Context: an optimization exercise on an open-source flow, tuned for small area, a short achievable clock period and few clock cycles. The choices shown serve that exercise and are no tape-out recipe.
No functional check of the RTL was part of any run shown here.
No activity file was given, so power comes from the tool's default toggle rates.

==> flow/run.sh <==
#!/bin/bash
# The standard layout, with the port buffers made from plain buf_2 cells instead of the delay
# buffer that buffer_ports picks on its own. Every make step's output goes to make.log here;
# ORFS keeps each tool's full log under orfs/logs/.
set -euo pipefail
bash standard.sh "BUFFER_PORTS_ARGS=-buffer_cell sky130_fd_sc_hd__buf_2" CTS_CLUSTER_SIZE=24 CTS_CLUSTER_DIAMETER=100 finish > make.log 2>&1
==> standard.sh <==
#!/bin/bash
# synth_recipe.tcl (not shown) runs the flow's synth.tcl, then flattens the netlist and writes it again
# the make line also repeats each setting of config.mk as NAME=value (left out here)
make -C /OpenROAD-flow-scripts/flow DESIGN_CONFIG=/design/flow/config.mk WORK_HOME=/design/flow/orfs CLKGATE_MAP_FILE= SYNTH_SCRIPT=/design/flow/synth_recipe.tcl "${@:-finish}"
==> config.mk <==
export PLATFORM = sky130hd
export DESIGN_NAME = sw_top
export DESIGN_NICKNAME = sw_top
export VERILOG_FILES = /design/flow/design.v
export SDC_FILE = /design/flow/constraint.sdc
export NUM_CORES = 4
export LEC_CHECK = 0
export ABC_AREA = 1
export CAP_MARGIN = 20
export CORE_MARGIN = 2
export CORE_UTILIZATION = 70
export PLACE_DENSITY = 0.8
export SLEW_MARGIN = 20
==> constraint.sdc <==
create_clock -name core_clock -period 10.0 [get_ports {clk}]
set_input_delay 2.0000 -clock core_clock [delete_from_list [all_inputs] [get_ports {clk}]]
set_output_delay 2.0000 -clock core_clock [all_outputs]
set_load 0.01 [all_outputs]
==> design.v <==
`timescale 1ns/100ps
`default_nettype none
module sw_pe #(
    parameter [3:0] ROW = 4'd0
) (
    input  wire        clk,
    input  wire        rst,
    input  wire [1:0]  i_nx_base_a,
    input  wire [1:0]  i_nx_base_b,
    input  wire        i_nx_first,
    input  wire        i_nx_x,        
    input  wire        i_nx_y,        
    input  wire        i_nx_vb,       
    input  wire        i_rb_ld,
    input  wire [1:0]  i_rb,
    input  wire        i_en_ld,
    input  wire        i_en,
    input  wire [4:0]  i_ha,          
    input  wire [4:0]  i_hb,          
    input  wire [3:0]  i_fa,          
    input  wire [3:0]  i_fb,          
    input  wire [4:0]  i_ca_score,
    input  wire [3:0]  i_ca_row,
    input  wire [4:0]  i_cb_score,
    input  wire [3:0]  i_cb_row,
    output reg  [1:0]  o_base_a,
    output reg  [1:0]  o_base_b,
    output reg         o_first,
    output reg         o_x,
    output reg         o_y,
    output reg         o_vb,
    output wire [4:0]  o_ha,
    output wire [4:0]  o_hb,
    output wire [3:0]  o_fa,
    output wire [3:0]  o_fb,
    output wire [4:0]  o_ca_score,
    output wire [3:0]  o_ca_row,
    output wire [4:0]  o_cb_score,
    output wire [3:0]  o_cb_row
);
    function automatic integer nbits(input integer v);
        integer w;
        begin
            nbits = 0;
            for (w = 0; w < 6; w = w + 1)
                if (v >= (1 << w))
                    nbits = w + 1;
        end
    endfunction
    localparam integer WH  = nbits(ROW + 1);                  
    localparam integer WE  = (ROW > 5) ? nbits(ROW - 5) : 0;  
    localparam integer WF  = (ROW > 6) ? nbits(ROW - 6) : 0;  
    localparam integer WR  = nbits(ROW);                      
    localparam integer WER = (WE > 0) ? WE : 1;
    localparam integer WRR = (WR > 0) ? WR : 1;
    function automatic ge5(input [4:0] a, input [4:0] b);
        integer k;
        reg r;
        begin
            r = 1'b1;
            for (k = 0; k < 5; k = k + 1)
                r = (a[k] & ~b[k]) | ((a[k] | ~b[k]) & r);
            ge5 = r;
        end
    endfunction
    function automatic [4:0] tab_add(input [4:0] x, input integer k, input integer lo);
        integer v;
        begin
            tab_add = 5'd0;
            for (v = 0; v < 32; v = v + 1)
                if (x == v)
                    tab_add = (v + k < lo) ? lo : v + k;
        end
    endfunction
    reg  [1:0]     rb_q;
    reg            en_q;
    reg  [WH-1:0]  da_q;
    reg  [WER-1:0] e_q;
    reg  [WER-1:0] fa_q;
    reg  [WER-1:0] fb_q;
    reg  [WH-1:0]  ha_q;
    reg  [WH-1:0]  hb_q;
    reg  [WH-1:0]  ca_score_q;
    reg  [WRR-1:0] ca_row_q;
    reg  [WH-1:0]  cb_score_q;
    reg  [WRR-1:0] cb_row_q;
    wire [4:0] da5  = da_q;
    wire [4:0] e5   = (WE > 0) ? e_q : 5'd0;
    wire [4:0] fa5  = (WF > 0) ? i_fa : 5'd0;
    wire [4:0] fb5  = (WF > 0) ? i_fb : 5'd0;
    wire [4:0] iha  = (ROW > 0) ? i_ha : 5'd0;
    wire [4:0] ihb  = (ROW > 0) ? i_hb : 5'd0;
    wire [4:0] ha5  = ha_q;
    wire [4:0] hb5  = hb_q;
    wire [4:0] cas5 = (ROW > 0) ? i_ca_score : 5'd0;
    wire [3:0] car4 = (ROW > 0) ? i_ca_row : 4'd0;
    wire [4:0] cbs5 = (ROW > 0) ? i_cb_score : 5'd0;
    wire [3:0] cbr4 = (ROW > 0) ? i_cb_row : 4'd0;
    always @(posedge clk or posedge rst) begin
        if (rst) begin
            o_first <= 1'b0;
            o_x     <= 1'b0;
        end else begin
            o_first <= i_nx_first;
            o_x     <= i_nx_x;
        end
    end
    always @(posedge clk) begin
        o_base_a <= i_nx_base_a;
        o_base_b <= i_nx_base_b;
        o_y      <= i_nx_y;
        o_vb     <= i_nx_vb;
        if (i_rb_ld)
            rb_q <= i_rb;
        if (i_en_ld)
            en_q <= i_en;
    end
    wire [4:0] diag_a  = i_nx_first ? 5'd0 : ihb;
    wire [1:0] rb_a    = i_nx_first ? i_rb : rb_q;
    wire       match_a = (i_nx_base_a == rb_a);
    wire [4:0] da_new  = match_a ? tab_add(diag_a, 1, 0) : tab_add(diag_a, -4, 0);
    wire       match_b = (o_base_b == rb_q);
    wire [4:0] db5     = match_b ? tab_add(iha, 1, 0) : tab_add(iha, -4, 0);
    wire [4:0] ma   = ge5(da5, fa5) ? da5 : fa5;
    wire [4:0] na   = ge5(da5, e5) ? da5 : e5;
    wire [4:0] ha   = ge5(ma, e5) ? ma : e5;
    wire [4:0] eb5  = ge5(ma, tab_add(e5, 6, 0)) ? tab_add(ma, -6, 0) : tab_add(e5, -1, 0);
    wire [4:0] foa  = ge5(na, tab_add(fa5, 6, 0)) ? tab_add(na, -6, 0) : tab_add(fa5, -1, 0);
    wire [4:0] mb   = ge5(db5, fb5) ? db5 : fb5;
    wire [4:0] nb   = ge5(db5, eb5) ? db5 : eb5;
    wire [4:0] hb   = ge5(mb, eb5) ? mb : eb5;
    wire [4:0] en5  = ge5(mb, tab_add(eb5, 6, 0)) ? tab_add(mb, -6, 0) : tab_add(eb5, -1, 0);
    wire [4:0] fob  = ge5(nb, tab_add(fb5, 6, 0)) ? tab_add(nb, -6, 0) : tab_add(fb5, -1, 0);
    always @(posedge clk) begin
        da_q <= da_new[WH-1:0];
        e_q  <= i_nx_first ? {WER{1'b0}} : en5[WER-1:0];
        fa_q <= foa[WER-1:0];
        fb_q <= fob[WER-1:0];
        ha_q <= en_q ? ha[WH-1:0] : {WH{1'b0}};
        hb_q <= en_q ? hb[WH-1:0] : {WH{1'b0}};
        if (!ge5(cas5, ha5)) begin
            ca_score_q <= ha_q;
            ca_row_q   <= ROW;
        end else begin
            ca_score_q <= cas5[WH-1:0];
            ca_row_q   <= car4[WRR-1:0];
        end
        if (!ge5(cbs5, hb5)) begin
            cb_score_q <= hb_q;
            cb_row_q   <= ROW;
        end else begin
            cb_score_q <= cbs5[WH-1:0];
            cb_row_q   <= cbr4[WRR-1:0];
        end
    end
    assign o_ha       = ha5;
    assign o_hb       = hb5;
    assign o_fa       = (WE > 0) ? fa_q : 4'd0;
    assign o_fb       = (WE > 0) ? fb_q : 4'd0;
    assign o_ca_score = ca_score_q;
    assign o_ca_row   = (WR > 0) ? ca_row_q : 4'd0;
    assign o_cb_score = cb_score_q;
    assign o_cb_row   = (WR > 0) ? cb_row_q : 4'd0;
endmodule
`default_nettype wire
`timescale 1ns/100ps
`default_nettype none
module sw_pe_array (
    input  wire          clk,
    input  wire          rst,
    input  wire [1:0]    i_base_a,
    input  wire [1:0]    i_base_b,
    input  wire          i_first,
    input  wire          i_x,             
    input  wire          i_y,             
    input  wire          i_vb,            
    input  wire [31:0]   i_read_0,
    input  wire [31:0]   i_read_1,
    input  wire [31:0]   i_read_2,
    input  wire [15:0]   i_en_0,
    input  wire [15:0]   i_en_1,
    input  wire [15:0]   i_en_2,
    output wire          o_st14_first,
    output wire [1:0]    o_st14_buf,
    output wire          o_first,
    output wire          o_x,
    output wire          o_vb,
    output wire [4:0]    o_ca_score,
    output wire [3:0]    o_ca_row,
    output wire [4:0]    o_cb_score,
    output wire [3:0]    o_cb_row
);
    wire [1:0]  st_base_a [0:16];
    wire [1:0]  st_base_b [0:16];
    wire        st_first  [0:16];
    wire        st_x      [0:16];
    wire        st_y      [0:16];
    wire        st_vb     [0:16];
    wire [4:0]  ha        [0:16];
    wire [4:0]  hb        [0:16];
    wire [3:0]  fa        [0:16];
    wire [3:0]  fb        [0:16];
    wire [4:0]  ca_score  [0:16];
    wire [3:0]  ca_row    [0:16];
    wire [4:0]  cb_score  [0:16];
    wire [3:0]  cb_row    [0:16];
    assign st_base_a[0] = i_base_a;
    assign st_base_b[0] = i_base_b;
    assign st_first[0]  = i_first;
    assign st_x[0]      = i_x;
    assign st_y[0]      = i_y;
    assign st_vb[0]     = i_vb;
    assign ha[0]        = 5'd0;       
    assign hb[0]        = 5'd0;
    assign fa[0]        = 4'd0;
    assign fb[0]        = 4'd0;
    assign ca_score[0]  = 5'd0;
    assign ca_row[0]    = 4'd0;
    assign cb_score[0]  = 5'd0;
    assign cb_row[0]    = 4'd0;
    genvar r;
    generate
        for (r = 0; r < 16; r = r + 1) begin : g_row
            wire       rb_ld;
            wire [1:0] rb;
            wire       en_ld;
            wire       en;
            if (r == 0) begin : g_first
                assign rb_ld = st_first[0];
                assign rb    = st_y[0] ? i_read_2[1:0] : st_x[0] ? i_read_1[1:0] : i_read_0[1:0];
                assign en_ld = 1'b1;
                assign en    = 1'b1;
            end else begin : g_rest
                assign rb_ld = st_first[r];
                assign rb    = st_y[r] ? i_read_2[2*r +: 2] :
                               st_x[r] ? i_read_1[2*r +: 2] : i_read_0[2*r +: 2];
                assign en_ld = st_first[r];
                assign en    = st_y[r] ? i_en_2[r] : st_x[r] ? i_en_1[r] : i_en_0[r];
            end
            sw_pe #(.ROW(r)) sw_pe_i (
                .clk         (clk),
                .rst         (rst),
                .i_nx_base_a (st_base_a[r]),
                .i_nx_base_b (st_base_b[r]),
                .i_nx_first  (st_first[r]),
                .i_nx_x      (st_x[r]),
                .i_nx_y      (st_y[r]),
                .i_nx_vb     (st_vb[r]),
                .i_rb_ld     (rb_ld),
                .i_rb        (rb),
                .i_en_ld     (en_ld),
                .i_en        (en),
                .i_ha        (ha[r]),
                .i_hb        (hb[r]),
                .i_fa        (fa[r]),
                .i_fb        (fb[r]),
                .i_ca_score  (ca_score[r]),
                .i_ca_row    (ca_row[r]),
                .i_cb_score  (cb_score[r]),
                .i_cb_row    (cb_row[r]),
                .o_base_a    (st_base_a[r+1]),
                .o_base_b    (st_base_b[r+1]),
                .o_first     (st_first[r+1]),
                .o_x         (st_x[r+1]),
                .o_y         (st_y[r+1]),
                .o_vb        (st_vb[r+1]),
                .o_ha        (ha[r+1]),
                .o_hb        (hb[r+1]),
                .o_fa        (fa[r+1]),
                .o_fb        (fb[r+1]),
                .o_ca_score  (ca_score[r+1]),
                .o_ca_row    (ca_row[r+1]),
                .o_cb_score  (cb_score[r+1]),
                .o_cb_row    (cb_row[r+1])
            );
        end
    endgenerate
    assign o_st14_first = st_first[14];
    assign o_st14_buf   = {st_y[14], st_x[14]};
    assign o_first      = st_first[16];
    assign o_x          = st_x[16];
    assign o_vb         = st_vb[16];
    assign o_ca_score   = ca_score[16];
    assign o_ca_row     = ca_row[16];
    assign o_cb_score   = cb_score[16];
    assign o_cb_row     = cb_row[16];
endmodule
`default_nettype wire
`timescale 1ns/100ps
`default_nettype none
module sw_max_tracker #(
    parameter DEPTH = 4
) (
    input  wire          clk,
    input  wire          rst,
    input  wire          i_first,         
    input  wire          i_x,
    input  wire          i_vb,
    input  wire [4:0]    i_ca_score,      
    input  wire [3:0]    i_ca_row,
    input  wire [4:0]    i_cb_score,
    input  wire [3:0]    i_cb_row,
    input  wire          i_ready,
    output wire          o_valid,
    output wire [17:0]   o_result,
    output wire          o_take
);
    reg          first_q [0:1];
    reg          x_q     [0:1];
    reg          vb_q    [0:1];
    reg          push;
    reg  [4:0]   best_score;
    reg  [3:0]   best_row;
    reg  [3:0]   best_col;
    reg  [2:0]   pair_q;
    always @(posedge clk or posedge rst) begin
        if (rst) begin
            first_q[0] <= 1'b0;
            first_q[1] <= 1'b0;
            x_q[0]     <= 1'b0;
            x_q[1]     <= 1'b0;
            push       <= 1'b0;
        end else begin
            first_q[0] <= i_first;
            first_q[1] <= first_q[0];
            x_q[0]     <= i_x;
            x_q[1]     <= x_q[0];
            push       <= (first_q[1] | x_q[1]) & (first_q[0] | ~x_q[0]);
        end
    end
    always @(posedge clk) begin
        vb_q[0] <= i_vb;
        vb_q[1] <= vb_q[0];
    end
    function automatic gt9(input [8:0] a, input [8:0] b);
        integer k;
        reg r;
        begin
            r = 1'b0;
            for (k = 0; k < 9; k = k + 1)
                r = (a[k] & ~b[k]) | ((a[k] | ~b[k]) & r);
            gt9 = r;
        end
    endfunction
    wire [8:0] key_a  = {i_ca_score, ~i_ca_row};
    wire [8:0] key_b  = {i_cb_score, ~i_cb_row};
    wire [8:0] key_s  = {best_score, ~best_row};
    wire [2:0] pair   = first_q[1] ? 3'd0 : pair_q;
    wire       a_best = first_q[1] | gt9(key_a, key_s);
    wire       b_best = first_q[1] | gt9(key_b, key_s);
    wire       take_b = vb_q[1] & b_best & gt9(key_b, key_a);
    wire       take_a = ~take_b & a_best;
    always @(posedge clk) begin
        if (take_b) begin
            best_score <= i_cb_score;
            best_row   <= i_cb_row;
            best_col   <= {pair, 1'b1};
        end else if (take_a) begin
            best_score <= i_ca_score;
            best_row   <= i_ca_row;
            best_col   <= {pair, 1'b0};
        end
        pair_q     <= pair + 3'd1;
    end
    localparam FD = DEPTH - 1;
    wire [12:0]   pd   = {best_score, best_row, best_col};
    reg  [12:0]   out_q;
    reg           out_v;
    reg  [12:0]   f [0:FD-1];
    reg  [FD-1:0] wp;         
    reg  [FD-1:0] rp;         
    reg  [FD-1:0] fc;         
    wire          take   = out_v & i_ready;
    wire          out_ld = ~out_v | i_ready;       
    reg  [12:0]   f_rd;
    integer j;
    always @(*) begin
        f_rd = 13'd0;
        for (j = 0; j < FD; j = j + 1)
            f_rd = f_rd | ({13{rp[j]}} & f[j]);
    end
    wire          pop0 = ~out_v & fc[0];
    wire          wr0  = push & (out_v | fc[0]);
    wire          pop1 = fc[0];
    wire          wr1  = push & fc[0];
    wire [FD-1:0] wp_r = {wp[FD-2:0], wp[FD-1]};
    wire [FD-1:0] rp_r = {rp[FD-2:0], rp[FD-1]};
    wire [FD-1:0] fc_u = {fc[FD-2:0], 1'b1};
    wire [FD-1:0] fc_d = {1'b0, fc[FD-1:1]};
    wire [FD-1:0] wp0  = wr0 ? wp_r : wp;
    wire [FD-1:0] wp1  = wr1 ? wp_r : wp;
    wire [FD-1:0] rp0  = pop0 ? rp_r : rp;
    wire [FD-1:0] rp1  = pop1 ? rp_r : rp;
    wire [FD-1:0] fc0  = (wr0 & ~pop0) ? fc_u : ((pop0 & ~wr0) ? fc_d : fc);
    wire [FD-1:0] fc1  = (wr1 & ~pop1) ? fc_u : ((pop1 & ~wr1) ? fc_d : fc);
    wire          ov0  = out_v | fc[0] | push;
    wire          ov1  = fc[0] | push;
    always @(posedge clk or posedge rst) begin
        if (rst) begin
            out_v <= 1'b0;
            wp    <= {{(FD-1){1'b0}}, 1'b1};
            rp    <= {{(FD-1){1'b0}}, 1'b1};
            fc    <= {FD{1'b0}};
        end else begin
            out_v <= i_ready ? ov1 : ov0;
            wp    <= i_ready ? wp1 : wp0;
            rp    <= i_ready ? rp1 : rp0;
            fc    <= i_ready ? fc1 : fc0;
        end
    end
    always @(posedge clk) begin
        if (out_ld)
            out_q <= fc[0] ? f_rd : pd;
        for (j = 0; j < FD; j = j + 1)
            if (push && wp[j])
                f[j] <= pd;
    end
    assign o_valid  = out_v;
    assign o_result = {5'd0, out_q};
    assign o_take   = take;
endmodule
`default_nettype wire
`timescale 1ns/100ps
`default_nettype none
module sw_controller #(
    parameter DEPTH = 6
) (
    input  wire          clk,
    input  wire          rst,
    input  wire          i_valid,
    input  wire [73:0]   i_job,
    input  wire          i_take,          
    input  wire          i_rel_first,     
    input  wire [1:0]    i_rel_buf,
    output wire          o_ready,
    output wire [1:0]    o_base_a,
    output wire [1:0]    o_base_b,
    output wire          o_first,
    output wire          o_x,             
    output wire          o_y,             
    output wire          o_vb,            
    output wire [31:0]   o_read_0,
    output wire [31:0]   o_read_1,
    output wire [31:0]   o_read_2,
    output wire [15:0]   o_en_0,
    output wire [15:0]   o_en_1,
    output wire [15:0]   o_en_2
);
    reg              ready_q;
    reg              act_q;       
    reg              first_q;
    reg  [4:0]       cnt_q;       
    reg  [1:0]       nxt_q;       
    reg  [1:0]       cur_q;       
    reg  [2:0]       busy_q;
    reg  [DEPTH-1:0] jobs_q;      
    reg  [31:0]      ref_q;
    reg  [31:0]      read_0_q, read_1_q, read_2_q;
    reg  [4:0]       len_0_q, len_1_q, len_2_q;
    reg  [31:0]      read_in;
    wire accept = ready_q & i_valid;
    wire cnt_le2 = (cnt_q == 5'd1) | (cnt_q == 5'd2);
    wire cnt_le4 = cnt_le2 | (cnt_q == 5'd3) | (cnt_q == 5'd4);
    wire last   = act_q & cnt_le2;
    wire sfree  = ~act_q | cnt_le2;
    wire [2:0] rel = {i_rel_first & (i_rel_buf == 2'd2),
                      i_rel_first & (i_rel_buf == 2'd1),
                      i_rel_first & (i_rel_buf == 2'd0)};
    wire [1:0] nxt_inc = (nxt_q == 2'd2) ? 2'd0 : nxt_q + 2'd1;
    wire can_start = (~act_q | cnt_le4)
                   & (~busy_q[nxt_q] | rel[nxt_q])
                   & (~jobs_q[DEPTH-1] | i_take);
    always @(posedge clk or posedge rst) begin
        if (rst) begin
            act_q   <= 1'b0;
            first_q <= 1'b0;
            nxt_q   <= 2'd0;
            busy_q  <= 3'b000;
            jobs_q  <= {DEPTH{1'b0}};
        end else begin
            act_q   <= ready_q ? i_valid : (act_q & ~last);
            first_q <= accept;
            if (accept)
                nxt_q <= nxt_inc;
            busy_q[0] <= (accept & (nxt_q == 2'd0)) | (busy_q[0] & ~rel[0]);
            busy_q[1] <= (accept & (nxt_q == 2'd1)) | (busy_q[1] & ~rel[1]);
            busy_q[2] <= (accept & (nxt_q == 2'd2)) | (busy_q[2] & ~rel[2]);
            if (accept & ~i_take)
                jobs_q <= {jobs_q[DEPTH-2:0], 1'b1};
            else if (i_take & ~accept)
                jobs_q <= {1'b0, jobs_q[DEPTH-1:1]};
        end
    end
    always @(posedge clk)
        ready_q <= ~accept & can_start;
    integer r;
    always @(*)
        for (r = 0; r < 16; r = r + 1)
            read_in[2*r +: 2] = i_job[10 + 2*(15-r) +: 2];
    always @(posedge clk) begin
        cnt_q <= sfree ? i_job[9:5] : cnt_q - 5'd2;
        ref_q <= sfree ? i_job[73:42] : {ref_q[27:0], 4'b0000};
        if (accept)
            cur_q <= nxt_q;
        if (~busy_q[0] & (nxt_q == 2'd0)) begin
            len_0_q  <= i_job[4:0];
            read_0_q <= read_in;
        end
        if (~busy_q[1] & (nxt_q == 2'd1)) begin
            len_1_q  <= i_job[4:0];
            read_1_q <= read_in;
        end
        if (~busy_q[2] & (nxt_q == 2'd2)) begin
            len_2_q  <= i_job[4:0];
            read_2_q <= read_in;
        end
    end
    genvar k;
    generate
        for (k = 0; k < 16; k = k + 1) begin : g_en
            assign o_en_0[k] = (len_0_q > k);
            assign o_en_1[k] = (len_1_q > k);
            assign o_en_2[k] = (len_2_q > k);
        end
    endgenerate
    assign o_ready  = ready_q;
    assign o_base_a = ref_q[31:30];
    assign o_base_b = ref_q[29:28];
    assign o_first  = first_q;
    assign o_x      = first_q ? cur_q[0] : act_q;
    assign o_y      = first_q & cur_q[1];
    assign o_vb     = act_q & ~(cnt_q == 5'd1);
    assign o_read_0 = read_0_q;
    assign o_read_1 = read_1_q;
    assign o_read_2 = read_2_q;
endmodule
`default_nettype wire
`timescale 1ns/100ps
`default_nettype none
module sw_top (
    input  wire          clk,
    input  wire          rst,
    input  wire          i_valid,
    input  wire [73:0]   i_job,
    input  wire          i_ready,
    output wire          o_ready,
    output wire          o_valid,
    output wire [17:0]   o_result
);
    localparam DEPTH = 5;
    wire          take;
    wire          rel_first;
    wire [1:0]    rel_buf;
    wire [1:0]    base_a;
    wire [1:0]    base_b;
    wire          first;
    wire          x;
    wire          y;
    wire          vb;
    wire [31:0]   read_0;
    wire [31:0]   read_1;
    wire [31:0]   read_2;
    wire [15:0]   en_0;
    wire [15:0]   en_1;
    wire [15:0]   en_2;
    wire          out_first;
    wire          out_x;
    wire          out_vb;
    wire [4:0]    ca_score;
    wire [3:0]    ca_row;
    wire [4:0]    cb_score;
    wire [3:0]    cb_row;
    sw_controller #(.DEPTH(DEPTH)) sw_controller_i (
        .clk         (clk),
        .rst         (rst),
        .i_valid     (i_valid),
        .i_job       (i_job),
        .i_take      (take),
        .i_rel_first (rel_first),
        .i_rel_buf   (rel_buf),
        .o_ready     (o_ready),
        .o_base_a    (base_a),
        .o_base_b    (base_b),
        .o_first     (first),
        .o_x         (x),
        .o_y         (y),
        .o_vb        (vb),
        .o_read_0    (read_0),
        .o_read_1    (read_1),
        .o_read_2    (read_2),
        .o_en_0      (en_0),
        .o_en_1      (en_1),
        .o_en_2      (en_2)
    );
    sw_pe_array sw_pe_array_i (
        .clk          (clk),
        .rst          (rst),
        .i_base_a     (base_a),
        .i_base_b     (base_b),
        .i_first      (first),
        .i_x          (x),
        .i_y          (y),
        .i_vb         (vb),
        .i_read_0     (read_0),
        .i_read_1     (read_1),
        .i_read_2     (read_2),
        .i_en_0       (en_0),
        .i_en_1       (en_1),
        .i_en_2       (en_2),
        .o_st14_first (rel_first),
        .o_st14_buf   (rel_buf),
        .o_first      (out_first),
        .o_x          (out_x),
        .o_vb         (out_vb),
        .o_ca_score   (ca_score),
        .o_ca_row     (ca_row),
        .o_cb_score   (cb_score),
        .o_cb_row     (cb_row)
    );
    sw_max_tracker #(.DEPTH(DEPTH)) sw_max_tracker_i (
        .clk        (clk),
        .rst        (rst),
        .i_first    (out_first),
        .i_x        (out_x),
        .i_vb       (out_vb),
        .i_ca_score (ca_score),
        .i_ca_row   (ca_row),
        .i_cb_score (cb_score),
        .i_cb_row   (cb_row),
        .i_ready    (i_ready),
        .o_valid    (o_valid),
        .o_result   (o_result),
        .o_take     (take)
    );
endmodule
`default_nettype wire
==> results of run 1 <==
-- sequential cells by signal, indices dropped and copies added, names as in the netlist, 49 cells and up --
register and cells:
sw_pe_array_i.g_row.sw_pe_i.ca_score_q 54, sw_pe_array_i.g_row.sw_pe_i.cb_score_q 54, sw_pe_array_i.g_row.sw_pe_i.da_q 54, sw_pe_array_i.g_row.sw_pe_i.ha_q 54
sw_pe_array_i.g_row.sw_pe_i.hb_q 54, sw_max_tracker_i.f 52, sw_pe_array_i.g_row.sw_pe_i.ca_row_q 49, sw_pe_array_i.g_row.sw_pe_i.cb_row_q 49
-- logic make-up (layout without fill, tap and decap cells) --
kind of cell,count (synthesis),count (layout),share of synthesized area (%)
mux,4,4,0.109
flops,883,883,48.3
buf+inv,913,1035,8.40
fa+ha+maj,75,75,2.22
xor+xnor,75,75,1.58
compound gates,1129,1129,16.1
other cells,1,8,0.00904
simple gates,2234,2234,23.3
-- worst paths after layout --
check / startpoint / depth (start not counted) / slack (ns) / end
min: sw_pe_array_i.g_row[11].sw_pe_i.o_vb / 0 / 0.33 / sw_pe_array_i.g_row[12].sw_pe_i.o_vb
min in group asynchronous: rst / 2 / 1.32 / sw_controller_i.jobs_q[4]
max: sw_pe_array_i.g_row[15].sw_pe_i.da_q[4] / 22 / 6.27 / sw_pe_array_i.g_row[15].sw_pe_i.e_q[0]
max reg2reg: sw_pe_array_i.g_row[15].sw_pe_i.da_q[4] / 22 / 6.27 / sw_pe_array_i.g_row[15].sw_pe_i.e_q[0]
min reg2reg: sw_pe_array_i.g_row[11].sw_pe_i.o_vb / 0 / 0.33 / sw_pe_array_i.g_row[12].sw_pe_i.o_vb
max in group asynchronous: rst / 3 / 7.58 / sw_max_tracker_i.rp[2]
-- metal layers --
metal	vias up	GRT usage (%)	wire (µm)
li1	17700	-	-
met1	16000	39.7	41300
met2	1052	54.0	46600
met3	202	3.54	4920
met4	6	10.8	3170
met5	-	0	41
-- power by group through the flow --
stage               logic, mW  clock network, mW  registers [mW]
floorplan                4.58                  0            5.51
global placement         5.64                  0            5.84
detailed placement       5.78                  0            5.86
CTS                      5.84               2.04            5.79
global route             6.69               2.17            5.93
finish                   5.90               2.02            5.81
-- layout by cell type, fill, tap and decap left out, types with 55 or more instances in the layout --
cell type	synthesis	routed
o22ai_1	71	71
dfxtp_1	615	615
nand2_1	1194	1194
nand2_2	57	57
nor2_1	479	476
o21ai_0	454	454
a21oi_1	260	260
buf_2	4	92
ha_1	68	68
nand3_1	273	273
or2_2	55	55
edfxtp_1	206	206
inv_1	809	808
dfrtp_1	60	60
-- critical path, delay by kind of cell (launching register included) --
family	cells	cell delay, ns
buffers and inverters	2	0.25
AOI/OAI and AO/OA	4	1.34
DFF	1	0.59
and+or+nand+nor	16	1.50
-- stage by stage --
step | hold WS (ns) | total power [mW] | util [%]
2_1_floorplan | 0.310 | 10.1 | -
3_3_place_gp | 0.311 | 11.5 | 72.7
3_5_place_dp | 0.313 | 11.6 | 72.7
4_1_cts | 0.330 | 13.7 | 74.9
5_1_grt | 0.338 | 14.8 | 75.0
6_report | 0.326 | 13.7 | 75.0
-- area by class of cell --
cell class | count | share of cell area, %
Multi-Input combinational cell | 3522 | 40.8
Tap cell | 773 | 2.19
Antenna cell | 3 | 0.0170
Clock inverter | 7 | 0.290
Clock buffer | 72 | 2.74
Timing Repair Buffer | 97 | 1.13
Sequential cell | 883 | 45.5
Inverter | 859 | 7.33
==> flow_summary.json, run 1 <==
{
  "status": "complete, no violations",
  "synth-main-ff-cell": "dfxtp_1",
  "worstPathMaxFanout": 12,
  "ios": 98,
  "grt_pass1_wl_mm": 154,
  "die_h_um": 247,
  "viasPerCell": 5.62,
  "ys_seq_area_share_pct": 48.3,
  "worst_slew_pin_slew_ns": 1.05,
  "fin_area_um2": 44100,
  "swShare_pct": 43.4,
  "worst_path_max_delay_cell": "a21oi_1",
  "ant_nets": 0,
  "rows": 89,
  "finalCritPeriodShare_pct": 37.3,
  "grt_pass1_vias": 31800,
  "route.detailed.drc": 0,
  "yosys_warnings": 23,
  "p_comb_share_pct": 43.0,
  "hold_viol_final": 0,
  "synth_cells": 5314,
  "pwr_density_cell_nw_per_um2": 312,
  "firstDrtPassIters": 6,
  "p_clk_share_pct": 14.7,
  "cp.arrival_ns": 4.28,
  "synth.cell_area_um2": 41500,
  "holdBufCountCts": 0,
  "min_period_ns": 3.73,
  "async_flop_share_pct": 7.02,
  "synth_most_common_cell": "nand2_1",
  "dp_hpwl_mm": 71.6,
  "start_util_pct": 70.6,
  "numCtsBuffers": 44,
  "multiInputGateArea_um2": 18000,
  "clkLatencyLatePin_ns": 0.62,
  "gp_congestion": 0.948,
  "drive_gt1_share_pct": 7.37,
  "cp_cell_sequence": "inv_2, a21oi_1, o21ai_0, o21ai_1, inv_2, nand2_2, nand2_4, nand2_4, nand2_2, nand2_4, nor2_2, nand3_2, nand2_1, nor2_1, nand4_1, nand2_1, nand2_1, nand2_2, nand3_4, nand2_2, nand2_1, a21oi_1",
  "synth-edff-count": 206,
  "worst_clock_skew_ns": 0.0248,
  "dieArea_um2": 61200,
  "antenna_found_initial": 6,
  "hold_class": "flop to flop",
  "tns_ns": 0,
  "synth_top_cell_by_area": "dfxtp_1",
  "port_buffers": 92,
  "wire_per_inst_um": 15.4,
  "place_ws_ns": 6.36,
  "dr_total_vias": 34900,
  "required_ns": 10.55,
  "core_um2": 58800,
  "drt_iter0_drc": 2727,
  "fin_ws_ns": 6.27,
  "fillCellCount": 4557,
  "clk_pin_slew_ns": 0.10,
  "p_leak_nw": 19.8,
  "start_kind": "flop",
  "synth_seq_cells": 883,
  "clockRootBuffer": "clkbuf_16",
  "max_clock_freq_mhz": 268,
  "cts_setup_buffers": 0,
  "setup.worst_path.class": "flop to flop",
  "gr-usage-all-layers_pct": 30.9,
  "rsz0062_at_grt": "false",
  "post-place-cells": 6134,
  "maxCapViolCount": 0,
  "dieWidth_um": 247,
  "intPower_mw": 7.77,
  "avgSynthCellArea_um2": 7.81,
  "synthTopCellsByArea": "dfxtp_1, edfxtp_1, nand2_1, inv_1, o21ai_0",
  "setup_violations": 0,
  "p_sw_mw": 5.97,
  "worst_setup_path_end_kind": "flop",
  "cpPeakStageDelay_ns": 0.85,
  "fin_cells": 6216,
  "p_seq_share_pct": 42.3,
  "peakVddDrop_v": 0.000316,
  "fin_nets": 5553,
  "clock_sinks": 883,
  "grt_max_degree": 45,
  "cts_buffer_depth": 3,
  "synth_commonest_cells": "nand2_1, inv_1, dfxtp_1",
  "placed_area_um2": 42700,
  "slew_headroom_pct": 29.7,
  "areaGrowthSynthToFinish_pct": 6.24,
  "cts_resized": 0,
  "cts_tree": "done",
  "htree_levels": 2,
  "drv_slew": 0,
  "seq_area_um2": 20100,
  "overflow": 0,
  "yosys.cell_types.count": 78,
  "wirelength_mm": 96.0,
  "synthDominantCellAreaShare_pct": 29.7
}
==> run 2: changes to the inputs <==
--- a/design.v
+++ b/design.v
@@ -54,15 +54,30 @@
     localparam integer WER = (WE > 0) ? WE : 1;
     localparam integer WRR = (WR > 0) ? WR : 1;
     function automatic ge5(input [4:0] a, input [4:0] b);
-        integer k;
-        reg r;
+        integer k, j;
+        reg r, t;
         begin
             r = 1'b1;
-            for (k = 0; k < 5; k = k + 1)
-                r = (a[k] & ~b[k]) | ((a[k] | ~b[k]) & r);
+            for (j = 0; j < 5; j = j + 1)
+                r = r & (a[j] | ~b[j]);
+            for (k = 0; k < 5; k = k + 1) begin
+                t = a[k] & ~b[k];
+                for (j = k + 1; j < 5; j = j + 1)
+                    t = t & (a[j] | ~b[j]);
+                r = r | t;
+            end
             ge5 = r;
         end
     endfunction
+    function automatic [4:0] max3(input [4:0] x, input [4:0] y, input [4:0] z);
+        reg xy, xz, yz;
+        begin
+            xy = ge5(x, y);
+            xz = ge5(x, z);
+            yz = ge5(y, z);
+            max3 = (xy & xz) ? x : (yz ? y : z);
+        end
+    endfunction
     function automatic [4:0] tab_add(input [4:0] x, input integer k, input integer lo);
         integer v;
         begin
@@ -124,12 +139,13 @@
     wire [4:0] ma   = ge5(da5, fa5) ? da5 : fa5;
     wire [4:0] na   = ge5(da5, e5) ? da5 : e5;
     wire [4:0] ha   = ge5(ma, e5) ? ma : e5;
-    wire [4:0] eb5  = ge5(ma, tab_add(e5, 6, 0)) ? tab_add(ma, -6, 0) : tab_add(e5, -1, 0);
     wire [4:0] foa  = ge5(na, tab_add(fa5, 6, 0)) ? tab_add(na, -6, 0) : tab_add(fa5, -1, 0);
+    wire [4:0] ma6  = tab_add(ma, -6, 0);
+    wire [4:0] em1  = tab_add(e5, -1, 0);
     wire [4:0] mb   = ge5(db5, fb5) ? db5 : fb5;
-    wire [4:0] nb   = ge5(db5, eb5) ? db5 : eb5;
-    wire [4:0] hb   = ge5(mb, eb5) ? mb : eb5;
-    wire [4:0] en5  = ge5(mb, tab_add(eb5, 6, 0)) ? tab_add(mb, -6, 0) : tab_add(eb5, -1, 0);
+    wire [4:0] hb   = max3(mb, ma6, em1);
+    wire [4:0] nb   = max3(db5, ma6, em1);
+    wire [4:0] en5  = max3(tab_add(mb, -6, 0), tab_add(ma, -7, 0), tab_add(e5, -2, 0));
     wire [4:0] fob  = ge5(nb, tab_add(fb5, 6, 0)) ? tab_add(nb, -6, 0) : tab_add(fb5, -1, 0);
     always @(posedge clk) begin
         da_q <= da_new[WH-1:0];
@@ -333,12 +349,16 @@
         vb_q[1] <= vb_q[0];
     end
     function automatic gt9(input [8:0] a, input [8:0] b);
-        integer k;
-        reg r;
+        integer k, j;
+        reg r, t;
         begin
             r = 1'b0;
-            for (k = 0; k < 9; k = k + 1)
-                r = (a[k] & ~b[k]) | ((a[k] | ~b[k]) & r);
+            for (k = 0; k < 9; k = k + 1) begin
+                t = a[k] & ~b[k];
+                for (j = k + 1; j < 9; j = j + 1)
+                    t = t & (a[j] | ~b[j]);
+                r = r | t;
+            end
             gt9 = r;
         end
     endfunction
==> run 2 against run 1 <==
Still clean. Die area is 3.0% higher. Synthesized area up 3.0%. Hold slack gained 0.0082 ns. Global-route usage increased by 0.33 points. Sequential share of layout area down 1.2 points. Fmax up 11%. Sequential power down 0.9%. Sequential cell count stayed put. Combinational power decreased by 11%. Critical path depth fell by 7. Clock power decreased by 2%. Clock skew grew 0.011 ns. Critical path type unchanged. Critical endpoint is now sw_pe_array_i.g_row[15].sw_pe_i.hb_q[1].
==> flow_summary.json, run 2 <==
{
  "holdBufCountCts": 0,
  "route.detailed.drc": 0,
  "fin_nets": 5857,
  "port_buffers": 92,
  "setup_violations": 0,
  "yosys.cell_types.count": 83,
  "numCtsBuffers": 43,
  "required_ns": 10.50,
  "cts_tree": "done",
  "worst_slew_pin_slew_ns": 1.13,
  "worst_setup_path_end_kind": "flop",
  "rows": 90,
  "hold-path-cell-count": 0,
  "synthTopCellsByArea": "dfxtp_1, edfxtp_1, nand2_1, inv_1, o21ai_0",
  "ant_nets": 0,
  "ios": 98,
  "clk_pin_slew_ns": 0.10,
  "peakVddDrop_v": 0.000207,
  "dieArea_um2": 63100,
  "worst_clock_skew_ns": 0.0357,
  "avgSynthCellArea_um2": 7.59,
  "clockRootBuffer": "clkbuf_16",
  "pwr_density_cell_nw_per_um2": 288,
  "synth_compound_area_share_pct": 16.4,
  "viasPerCell": 5.67,
  "wirelength_mm": 101,
  "hold-worst-slack_ns": 0.334,
  "post-place-cells": 6450,
  "synth-adder-area-share_pct": 1.98,
  "overflow": 0,
  "cts_setup_buffers": 0,
  "fin_cells": 6533,
  "power_mw": 13.0,
  "synth-edff-count": 206,
  "placed_area_um2": 43900,
  "areaGrowthSynthToFinish_pct": 5.80,
  "synth_most_common_cell": "nand2_1",
  "cts_buffer_depth": 3,
  "hold_viol_final": 0,
  "grt_pass1_vias": 33700,
  "grt_pass1_wl_mm": 163,
  "synth_commonest_cells": "nand2_1, inv_1, dfxtp_1",
  "reg2reg_depth": 15,
  "yosys.area_share.xor_xnor_pct": 1.50,
  "antenna_found_initial": 11,
  "finalCritPeriodShare_pct": 33.6,
  "hold_class": "flop to flop",
  "dp_hpwl_mm": 76.3,
  "slew_headroom_pct": 23.8,
  "ys_seq_area_share_pct": 46.9,
  "synth_top_cell_by_area": "dfxtp_1",
  "drive_gt1_share_pct": 7.21,
  "firstDrtPassIters": 7,
  "drt_iter0_drc": 3208,
  "async_flop_share_pct": 7.02,
  "worstPathMaxFanout": 11,
  "final_common_cell": "nand2_1",
  "wire_per_inst_um": 15.4,
  "clock_sinks": 883,
  "die_h_um": 251,
  "dr_total_vias": 37100,
  "cp.arrival_ns": 3.85,
  "dieWidth_um": 251,
  "start_util_pct": 70.8,
  "synthDominantCellAreaShare_pct": 28.8,
  "tns_ns": 0,
  "grt_max_degree": 63,
  "cts_resized": 0,
  "drv_slew": 0,
  "synth.cell_area_um2": 42700,
  "synth_top_family_by_area": "simple AND/OR/NAND/NOR gates",
  "setup.worst_path.class": "flop to flop",
  "synth_seq_cells": 883,
  "clkLatencyLatePin_ns": 0.63,
  "synthSimpleGateAreaFrac_pct": 24.9,
  "p_leak_nw": 20.3,
  "gp_congestion": 0.964,
  "htree_levels": 2,
  "maxCapViolCount": 0,
  "fin_area_um2": 45200,
  "max_clock_freq_mhz": 298,
  "final_cell_mix": "nand2_1, inv_1, dfxtp_1",
  "gr-usage-all-layers_pct": 31.2,
  "synthMuxAreaShare_pct": 0.0468,
  "synth-main-ff-cell": "dfxtp_1",
  "status": "complete, no violations",
  "synth_cells": 5633,
  "start_kind": "flop",
  "rsz0062_at_grt": "false",
  "core_um2": 60400,
  "yosys_warnings": 23,
  "min_period_ns": 3.36
}
==> run 2: changes by cell type after synthesis, sizes merged, moves of 9 or more <==
cell    before   now
o21ai      521   536
nor2       498   622
nand2     1275  1423
a211oi      10    27
nor3        48    63
inv        854   843
o21a        11    20
o211ai      48    62
==> run 2: layer usage <==
layer | share of wire (%) | GRT usage (%) | wire length, µm | up-vias
li1 | - | - | - | 18600
met1 | 43 | 42.0 | 43500 | 16900
met2 | 46 | 52.5 | 46700 | 1299
met3 | 7.0 | 3.96 | 7040 | 209
met4 | 3.2 | 10.3 | 3210 | 8
met5 | 0.043 | 0 | 43 | -
==> run 2: logic make-up (layout without fill, tap and decap cells) <==
group / count (synthesis) / after routing
other: 1 / 10
AO/OA/AOI/OAI: 1177 / 1177
AND/OR/NAND/NOR: 2515 / 2515
XOR/XNOR: 73 / 73
flip-flops: 883 / 883
buffers and inverters: 914 / 1023
multiplexers: 2 / 2
adder cells (fa/ha/maj): 68 / 68
==> run 2: cell type report <==
cell class / count / area (µm²)
flip-flops and latches: 883 / 20100
multi-input cells: 3840 / 19200
fillers: 4791 / 15100
inverters: 848 / 3190
clock buffers: 73 / 1200
well taps: 782 / 978
repair buffers: 97 / 498
clock inverters: 5 / 76.3
diodes: 5 / 12.5
==> run 2: worst paths after layout <==
kind | startpoint | endpoint | slack, ns
max in group asynchronous | rst | sw_max_tracker_i.x_q[1] | 7.67
hold / removal | sw_pe_array_i.g_row[9].sw_pe_i.o_vb | sw_pe_array_i.g_row[10].sw_pe_i.o_vb | 0.33
setup reg to reg | sw_pe_array_i.g_row[15].sw_pe_i.da_q[4] | sw_pe_array_i.g_row[15].sw_pe_i.hb_q[1] | 6.64
min in group asynchronous | rst | sw_pe_array_i.g_row[0].sw_pe_i.o_x | 1.67
hold reg to reg | sw_pe_array_i.g_row[9].sw_pe_i.o_vb | sw_pe_array_i.g_row[10].sw_pe_i.o_vb | 0.33
setup / recovery | sw_pe_array_i.g_row[15].sw_pe_i.da_q[4] | sw_pe_array_i.g_row[15].sw_pe_i.hb_q[1] | 6.64
==> run 2: critical path, cell delays in order (launching register included) <==
cell     delay (ns)
dfxtp_1        0.54
inv_1          0.18
a21oi_1        0.39
nor2_1         0.18
nand2_1        0.17
nand3_1        0.14
inv_2          0.08
nand2_1        0.05
nor2_1         0.57
nand2_1        0.22
a21oi_1        0.17
nand2_1        0.07
nand2_1        0.13
nand2_2        0.11
o21ai_0        0.18
nor2_1         0.07
==> run 2: stage by stage <==
step                worst slack (ns)  util (%)
floorplan                       6.46         -
global placement                6.58      72.8
CTS                             6.74      74.9
finish                          6.64      74.9
global route                    6.22      74.9
detailed placement              6.51      72.8
==> run 2: power by group <==
part / internal (mW) / switching, mW
sequential: 4.90 / 0.861
combinational: 1.76 / 3.52
clock: 0.847 / 1.12
==> run 3: changes to the inputs <==
--- a/config.mk
+++ b/config.mk
@@ -5,7 +5,6 @@
 export SDC_FILE = /design/flow/constraint.sdc
 export NUM_CORES = 4
 export LEC_CHECK = 0
-export ABC_AREA = 1
 export CAP_MARGIN = 20
 export CORE_MARGIN = 2
 export CORE_UTILIZATION = 70
==> run 3 against run 2 <==
Core utilization decreased by 0.56 points. Final area decreased by 0.75%. Hold slack lost 0.0026 ns. Combinational power shrank about 40%. Highest routed layer unchanged. Critical path type unchanged. Power down 18%. Fmax is 23% lower. Die area about the same.
==> flow_summary.json, run 3 <==
{
  "status": "complete, no violations",
  "cpPeakStageDelay_ns": 0.84,
  "fin_cells": 5395,
  "pwr_density_cell_nw_per_um2": 237,
  "crit_start": "sw_pe_array_i.g_row[13].sw_pe_i.rb_q[0]",
  "cpLargestDelayFamily": "compound AO/OA/AOI/OAI gates",
  "dp_hpwl_mm": 72.8,
  "viasPerCell": 6.22,
  "synth-main-ff-cell": "dfxtp_1",
  "clock_sinks": 883,
  "port_buffers": 92,
  "ios": 98,
  "synth-edff-count": 206,
  "die_h_um": 251,
  "cts_tree": "done",
  "ys_seq_area_share_pct": 46.9,
  "grt_pass1_vias": 31100,
  "worst_setup_path_end_kind": "flop",
  "peakVddDrop_v": 0.000169,
  "yosys_warnings": 23,
  "route.detailed.drc": 0,
  "synth_top_cell_by_area": "dfxtp_1",
  "cp.arrival_ns": 4.83,
  "htree_levels": 2,
  "drt_iter0_drc": 3262,
  "wire_per_inst_um": 18.6,
  "max_clock_freq_mhz": 229,
  "setup_violations": 0,
  "synthDominantCellAreaShare_pct": 28.8,
  "postLayoutCoreUtil_pct": 74.4,
  "cp_cell_sequence": "xor2_1, nor2_1, mux2i_4, o31ai_1, nand3_1, a222oi_1, or2_2, maj3_1, o22ai_1, o41ai_1, a21o_1, mux2i_1, nor2_1",
  "clkLatencyLatePin_ns": 0.62,
  "hold-worst-slack_ns": 0.331,
  "power_mw": 10.6,
  "synth_cells": 4614,
  "cts_buffer_depth": 3,
  "maxCapViolCount": 0,
  "core_um2": 60400,
  "final_cell_mix": "dfxtp_1, nand2_1, o21ai_0",
  "required_ns": 10.47,
  "path_buf_inv": 0,
  "async_flop_share_pct": 7.02,
  "antenna_found_initial": 10,
  "holdBufCountCts": 0,
  "min_period_ns": 4.36,
  "rsz0062_at_grt": "false",
  "synth_seq_cells": 883,
  "gr-usage-all-layers_pct": 31.2,
  "worst_clock_skew_ns": 0.0236,
  "fin_nets": 4720,
  "dieWidth_um": 251,
  "dieArea_um2": 63100,
  "ant_nets": 0,
  "cts_setup_buffers": 0,
  "start_kind": "flop",
  "hold_class": "flop to flop",
  "clockRootBuffer": "clkbuf_16",
  "firstDrtPassIters": 6,
  "start_util_pct": 70.9,
  "crit_top_cell": "nor2_1",
  "numCtsBuffers": 43,
  "worstPathMaxFanout": 9,
  "worst_path_max_delay_cell": "a222oi_1",
  "clk_pin_slew_ns": 0.09,
  "setup.worst_path.class": "flop to flop",
  "drv_slew": 0,
  "grt_pass1_wl_mm": 161,
  "r2r_start": "sw_pe_array_i.g_row[13].sw_pe_i.rb_q[0]",
  "avgSynthCellArea_um2": 9.27,
  "dr_total_vias": 33600,
  "wirelength_mm": 100,
  "overflow": 0,
  "areaGrowthSynthToFinish_pct": 4.95,
  "final_common_cell": "dfxtp_1",
  "synth_most_common_cell": "dfxtp_1",
  "rows": 90,
  "cts_resized": 0,
  "worst_slew_pin_slew_ns": 0.992,
  "hold_viol_final": 0,
  "grt_max_degree": 63,
  "synth_commonest_cells": "dfxtp_1, nand2_1, o21ai_0",
  "p_leak_nw": 16.9,
  "yosys.cell_types.count": 99,
  "min_from": "sw_pe_array_i.g_row[3].sw_pe_i.o_vb",
  "post-place-cells": 5312,
  "tns_ns": 0,
  "slew_headroom_pct": 33.9,
  "synth.cell_area_um2": 42800,
  "drive_gt1_share_pct": 7.99,
  "finalCritPeriodShare_pct": 43.6,
  "gp_congestion": 0.956,
  "synthTopCellsByArea": "dfxtp_1, edfxtp_1, o21ai_0, a21oi_1, dfrtp_1"
}
==> run 3: changes by cell type in the layout (fill, tap and decap cells not counted), sizes merged, moves of 53 or more <==
cell    delta
a31oi     +53
and2     +118
inv      -604
maj3     +128
mux2     +117
mux2i    +125
nand2   -1026
nand2b   +122
nand3    -209
nor2     -263
nor2b     +75
o21ai    -130
==> run 3: kinds of logic after synthesis <==
group | count (synthesis) | synth area share, %
muxes | 244 | 6.10
other | 1 | 0.00877
adders and majority gates | 196 | 5.01
xor gates and xnor gates | 126 | 2.60
buffers and inverters | 437 | 3.94
AOI/OAI and AO/OA | 1314 | 19.5
and+or+nand+nor | 1413 | 15.9
DFF | 883 | 46.9
==> run 3: per-layer routing <==
metal	up-vias	GRT usage [%]	share of wire, %
met5	-	0	0.068
met4	10	7.82	2.4
met3	180	3.44	6.0
met2	1095	52.5	48
met1	15800	43.2	44
li1	16400	-	-
==> run 3: path summary, 6_finish.rpt <==
check,to,cells past startpoint,slack (ns)
min,sw_pe_array_i.g_row[4].sw_pe_i.o_vb,0,0.33
max,sw_pe_array_i.g_row[13].sw_pe_i.e_q[1],13,5.64
max reg2reg,sw_pe_array_i.g_row[13].sw_pe_i.e_q[1],13,5.64
min reg2reg,sw_pe_array_i.g_row[4].sw_pe_i.o_vb,0,0.33
max in group asynchronous,sw_pe_array_i.g_row[10].sw_pe_i.o_first,3,7.74
min in group asynchronous,sw_max_tracker_i.out_v,3,1.66
==> run 3: area by class of cell <==
type / count / area, µm²
Antenna cell: 8 / 20.0
Clock buffer: 68 / 1170
Clock inverter: 6 / 91.3
Fill cell: 4429 / 15500
Inverter: 247 / 928
Multi-Input combinational cell: 3298 / 21100
Sequential cell: 883 / 20100
Tap cell: 782 / 978
Timing Repair Buffer: 103 / 563
==> run 3: power by group <==
part	internal [mW]	switching (mW)
clock	0.849	1.10
combinational	1.34	1.84
sequential	4.69	0.797
==> run 3: per-stage QoR <==
| step | setup WS, ns | instance area (µm²) |
|---|---|---|
| 2_1_floorplan | 5.89 | 42800 |
| 3_3_place_gp | 5.78 | 43600 |
| 3_5_place_dp | 5.71 | 43600 |
| 4_1_cts | 5.68 | 44800 |
| 5_1_grt | 5.35 | 44900 |
| 6_report | 5.64 | 44900 |
==> run 4: changes to the inputs <==
--- a/design.v
+++ b/design.v
@@ -19,6 +19,8 @@
     input  wire [4:0]  i_hb,          
     input  wire [3:0]  i_fa,          
     input  wire [3:0]  i_fb,          
+    input  wire [4:0]  i_db,          
+    input  wire        i_match_dn,
     input  wire [4:0]  i_ca_score,
     input  wire [3:0]  i_ca_row,
     input  wire [4:0]  i_cb_score,
@@ -33,6 +35,8 @@
     output wire [4:0]  o_hb,
     output wire [3:0]  o_fa,
     output wire [3:0]  o_fb,
+    output wire [4:0]  o_db,          
+    output wire        o_match_nb,    
     output wire [4:0]  o_ca_score,
     output wire [3:0]  o_ca_row,
     output wire [4:0]  o_cb_score,
@@ -53,6 +57,7 @@
     localparam integer WR  = nbits(ROW);                      
     localparam integer WER = (WE > 0) ? WE : 1;
     localparam integer WRR = (WR > 0) ? WR : 1;
+    localparam integer WD  = nbits(ROW + 2);                  
     function automatic ge5(input [4:0] a, input [4:0] b);
         integer k, j;
         reg r, t;
@@ -95,6 +100,7 @@
     reg  [WER-1:0] fb_q;
     reg  [WH-1:0]  ha_q;
     reg  [WH-1:0]  hb_q;
+    reg  [WD-1:0]  db_q;
     reg  [WH-1:0]  ca_score_q;
     reg  [WRR-1:0] ca_row_q;
     reg  [WH-1:0]  cb_score_q;
@@ -134,8 +140,8 @@
     wire [1:0] rb_a    = i_nx_first ? i_rb : rb_q;
     wire       match_a = (i_nx_base_a == rb_a);
     wire [4:0] da_new  = match_a ? tab_add(diag_a, 1, 0) : tab_add(diag_a, -4, 0);
-    wire       match_b = (o_base_b == rb_q);
-    wire [4:0] db5     = match_b ? tab_add(iha, 1, 0) : tab_add(iha, -4, 0);
+    assign o_match_nb = (i_nx_base_b == rb_a);
+    wire [4:0] db5 = i_db;
     wire [4:0] ma   = ge5(da5, fa5) ? da5 : fa5;
     wire [4:0] na   = ge5(da5, e5) ? da5 : e5;
     wire [4:0] ha   = ge5(ma, e5) ? ma : e5;
@@ -147,7 +153,9 @@
     wire [4:0] nb   = max3(db5, ma6, em1);
     wire [4:0] en5  = max3(tab_add(mb, -6, 0), tab_add(ma, -7, 0), tab_add(e5, -2, 0));
     wire [4:0] fob  = ge5(nb, tab_add(fb5, 6, 0)) ? tab_add(nb, -6, 0) : tab_add(fb5, -1, 0);
+    wire [4:0] db_dn = i_match_dn ? tab_add(ha, 1, 0) : tab_add(ha, -4, 0);
     always @(posedge clk) begin
+        db_q <= db_dn[WD-1:0];
         da_q <= da_new[WH-1:0];
         e_q  <= i_nx_first ? {WER{1'b0}} : en5[WER-1:0];
         fa_q <= foa[WER-1:0];
@@ -171,6 +179,7 @@
     end
     assign o_ha       = ha5;
     assign o_hb       = hb5;
+    assign o_db       = db_q;
     assign o_fa       = (WE > 0) ? fa_q : 4'd0;
     assign o_fb       = (WE > 0) ? fb_q : 4'd0;
     assign o_ca_score = ca_score_q;
@@ -216,6 +225,9 @@
     wire [4:0]  hb        [0:16];
     wire [3:0]  fa        [0:16];
     wire [3:0]  fb        [0:16];
+    wire [4:0]  db        [0:16];
+    wire        match_nb  [0:16];
+    reg         db0_q;
     wire [4:0]  ca_score  [0:16];
     wire [3:0]  ca_row    [0:16];
     wire [4:0]  cb_score  [0:16];
@@ -230,6 +242,10 @@
     assign hb[0]        = 5'd0;
     assign fa[0]        = 4'd0;
     assign fb[0]        = 4'd0;
+    assign match_nb[16] = 1'b0;
+    always @(posedge clk)
+        db0_q <= match_nb[0];
+    assign db[0] = {4'd0, db0_q};
     assign ca_score[0]  = 5'd0;
     assign ca_row[0]    = 4'd0;
     assign cb_score[0]  = 5'd0;
@@ -270,6 +286,8 @@
                 .i_hb        (hb[r]),
                 .i_fa        (fa[r]),
                 .i_fb        (fb[r]),
+                .i_db        (db[r]),
+                .i_match_dn  (match_nb[r+1]),
                 .i_ca_score  (ca_score[r]),
                 .i_ca_row    (ca_row[r]),
                 .i_cb_score  (cb_score[r]),
@@ -284,6 +302,8 @@
                 .o_hb        (hb[r+1]),
                 .o_fa        (fa[r+1]),
                 .o_fb        (fb[r+1]),
+                .o_db        (db[r+1]),
+                .o_match_nb  (match_nb[r]),
                 .o_ca_score  (ca_score[r+1]),
                 .o_ca_row    (ca_row[r+1]),
                 .o_cb_score  (cb_score[r+1]),
--- a/config.mk
+++ b/config.mk
@@ -5,6 +5,7 @@
 export SDC_FILE = /design/flow/constraint.sdc
 export NUM_CORES = 4
 export LEC_CHECK = 0
+export ABC_AREA = 1
 export CAP_MARGIN = 20
 export CORE_MARGIN = 2
 export CORE_UTILIZATION = 70
==> run 4 against run 3 <==
Setup slack better by 1.0 ns. Largest cell class is now registers. Core utilization up 0.71 points. Clock power up 5%. Sequential power up 12%. Synthesized area up 0.14%. Global-route usage down 0.39 points. Largest power group unchanged. Register-to-register slack better by 1.0 ns. Combinational power up 92%. Fmax up 30%.
==> flow_summary.json, run 4 <==
{
  "path_buf_inv": 1,
  "areaGrowthSynthToFinish_pct": 6.00,
  "cts_setup_buffers": 0,
  "rsz0062_at_grt": "false",
  "setup_violations": 0,
  "ios": 98,
  "antenna_found_initial": 8,
  "clock_sinks": 935,
  "clk_pin_slew_ns": 0.09,
  "pwr_density_cell_nw_per_um2": 315,
  "min_period_ns": 3.34,
  "drt_iter0_drc": 3190,
  "cp_cell_sequence": "buf_2",
  "peakVddDrop_v": 0.000204,
  "antennaDiodeCount": 0,
  "worst_setup_path_end_kind": "primary output",
  "viasPerCell": 5.67,
  "synth-main-ff-cell": "dfxtp_1",
  "numCtsBuffers": 45,
  "cts_tree": "done",
  "die_h_um": 251,
  "required_ns": 8.00,
  "hold_viol_final": 0,
  "cpLargestDelayFamily": "flip-flops",
  "drive_gt1_share_pct": 5.43,
  "dr_total_vias": 36300,
  "firstDrtPassIters": 7,
  "drv_slew": 0,
  "synth_commonest_cells": "nand2_1, inv_1, dfxtp_1",
  "p_clk_share_pct": 14.3,
  "port_buffers": 92,
  "async_flop_share_pct": 6.63,
  "ant_nets": 0,
  "wirelength_mm": 98.9,
  "synthTopCellsByArea": "dfxtp_1, edfxtp_1, nand2_1, inv_1, o21ai_0",
  "synth_seq_cells": 935,
  "cpPeakStageDelay_ns": 0.53,
  "setup.worst_path.class": "flop to primary output",
  "p_leak_nw": 20.3,
  "cts_resized": 0,
  "clkLatencyLatePin_ns": 0.63,
  "final_common_cell": "nand2_1",
  "rows": 90,
  "p_sw_mw": 6.15,
  "finalCritPeriodShare_pct": 33.4,
  "p_comb_share_pct": 42.7,
  "core_um2": 60500,
  "worstPathMaxFanout": 4,
  "yosys.cell_types.count": 75,
  "gp_congestion": 0.961,
  "wire_per_inst_um": 15.4,
  "avgSynthCellArea_um2": 7.79,
  "intPower_mw": 8.14,
  "fin_nets": 5729,
  "swShare_pct": 43.1,
  "worst_path_max_delay_cell": "dfrtp_1",
  "max_clock_freq_mhz": 299,
  "cts_buffer_depth": 3,
  "clockRootBuffer": "clkbuf_16",
  "synth-edff-count": 206,
  "synthDominantCellAreaShare_pct": 31.2,
  "synth.cell_area_um2": 42800,
  "slew_headroom_pct": 31.2,
  "start_kind": "flop",
  "grt_pass1_vias": 33100,
  "worst_slew_pin_slew_ns": 1.03,
  "p_seq_share_pct": 42.9,
  "final_cell_mix": "nand2_1, inv_1, dfxtp_1",
  "synth_most_common_cell": "nand2_1",
  "dieArea_um2": 63200,
  "holdBufCountCts": 0,
  "dp_hpwl_mm": 74.4,
  "worst_clock_skew_ns": 0.0242,
  "yosys_warnings": 23,
  "dieWidth_um": 251,
  "synth_top_cell_by_area": "dfxtp_1",
  "ys_seq_area_share_pct": 49.2,
  "start_util_pct": 70.8,
  "grt_pass1_wl_mm": 160,
  "grt_max_degree": 63,
  "multiInputGateArea_um2": 18100,
  "tns_ns": 0,
  "cp.arrival_ns": 1.34,
  "htree_levels": 2,
  "maxCapViolCount": 0,
  "fin_area_um2": 45400,
  "placed_area_um2": 44100,
  "hold_class": "flop to flop",
  "status": "complete, no violations",
  "synth_cells": 5500,
  "route.detailed.drc": 0,
  "gr-usage-all-layers_pct": 30.8,
  "power_mw": 14.3,
  "seq_area_um2": 21100,
  "overflow": 0,
  "fillCellCount": 4569
}
run 4: cell types whose count changed after synthesis, moves of 114 or more:
cell / delta
nand2_1: +814
maj3_1: -114
mux2_2: -116
nand2b_1: -122
clkbuf_1: -130
mux2i_1: -124
nand3_1: +121
nor2_1: +209
and2_1: -118
inv_1: +634
o21ai_0: +140
run 4: cell type report:
type / count / area share, %
Sequential cell: 935 / 46.5
Multi-Input combinational cell: 3611 / 39.9
Inverter: 897 / 7.42
Clock buffer: 76 / 2.78
Tap cell: 782 / 2.16
Timing Repair Buffer: 97 / 1.10
Clock inverter: 4 / 0.157
run 4: worst paths after layout:
kind	startpoint	endpoint	slack, ns	cells after the start
max	sw_max_tracker_i.out_v	o_valid	6.66	1
min	sw_pe_array_i.db0_q	sw_pe_array_i.g_row[0].sw_pe_i.hb_q	0.33	0
max reg2reg	sw_pe_array_i.g_row[9].sw_pe_i.fa_q[1]	sw_pe_array_i.g_row[10].sw_pe_i.db_q[0]	6.66	17
min reg2reg	sw_pe_array_i.db0_q	sw_pe_array_i.g_row[0].sw_pe_i.hb_q	0.33	0
max in group asynchronous	rst	sw_max_tracker_i.wp[2]	7.65	3
min in group asynchronous	rst	sw_pe_array_i.g_row[2].sw_pe_i.o_x	1.68	3
run 4: layer usage:
layer | share of wire (%) | up-vias | wire [µm] | global-route usage (%)
met5 | 0.092 | - | 91 | 0
li1 | - | 18300 | - | -
met1 | 44 | 16700 | 43800 | 41.8
met2 | 47 | 1169 | 46800 | 52.6
met4 | 2.1 | 14 | 2060 | 7.59
met3 | 6.3 | 159 | 6220 | 3.79
run 4: logic make-up after synthesis:
logic type	Yosys count	share of synthesized area [%]
mux	1	0.0234
xor+xnor	73	1.49
compound gates	1257	17.4
other cells	1	0.00876
flops	935	49.2
simple gates	2206	21.3
fa+ha+maj	69	1.99
buf+inv	958	8.51
run 4: metrics by stage:
stage               hold WS [ns]  util, %  setup WS [ns]  cells
CTS                        0.333     75.1           6.61   6402
finish                     0.329     75.1           6.66   6402
global placement           0.310     72.9           6.50   6322
detailed placement         0.313     72.9           6.43   6322
floorplan                  0.310        -           6.46   5504
global route               0.339     75.1           6.28   6402
run 4: power by group through the flow:
stage / Clock [mW] / Combinational (mW) / Sequential [mW]
floorplan: 0 / 4.72 / 5.82
global placement: 0 / 5.81 / 6.16
detailed placement: 0 / 5.99 / 6.18
CTS: 2.08 / 6.04 / 6.11
global route: 2.21 / 6.96 / 6.26
finish: 2.05 / 6.11 / 6.14

-- port drivers added, routing unchanged --
Ports are ideal in the flow. The routed layouts listed here were re-timed in OpenROAD.
Step 1, drivers: a clkbuf_16 drives clk and a buf_2 each remaining input, both assumed.
Step 2 times the ports against the registers' clock, not the clock port: input delays grow and output delays shrink by t, the midpoint of the rising clock arrivals with the driver on.
Three values: ideal, step 1, step 2; two values: the first two.
| run | t, ns | setup slack, ns | worst setup path at the end | worst data-port slew with drivers (ns) |
|---|---|---|---|---|
| run 1 | 0.675 | 6.273 / 6.273 / 6.273 | register to register | 0.10 |
| run 2 | 0.676 | 6.644 / 6.644 / 6.510 | input to register | 0.12 |
| run 3 | 0.668 | 5.639 / 5.639 / 5.639 | register to register | 0.14 |
| run 4 | 0.684 | 6.655 / 6.590 / 6.427 | input to register | 0.11 |
After both steps setup and hold are still met in every run listed. For run 4, which loses most, drivers alone change the setup slack by -0.065 ns; drivers and shift together by -0.228 ns.
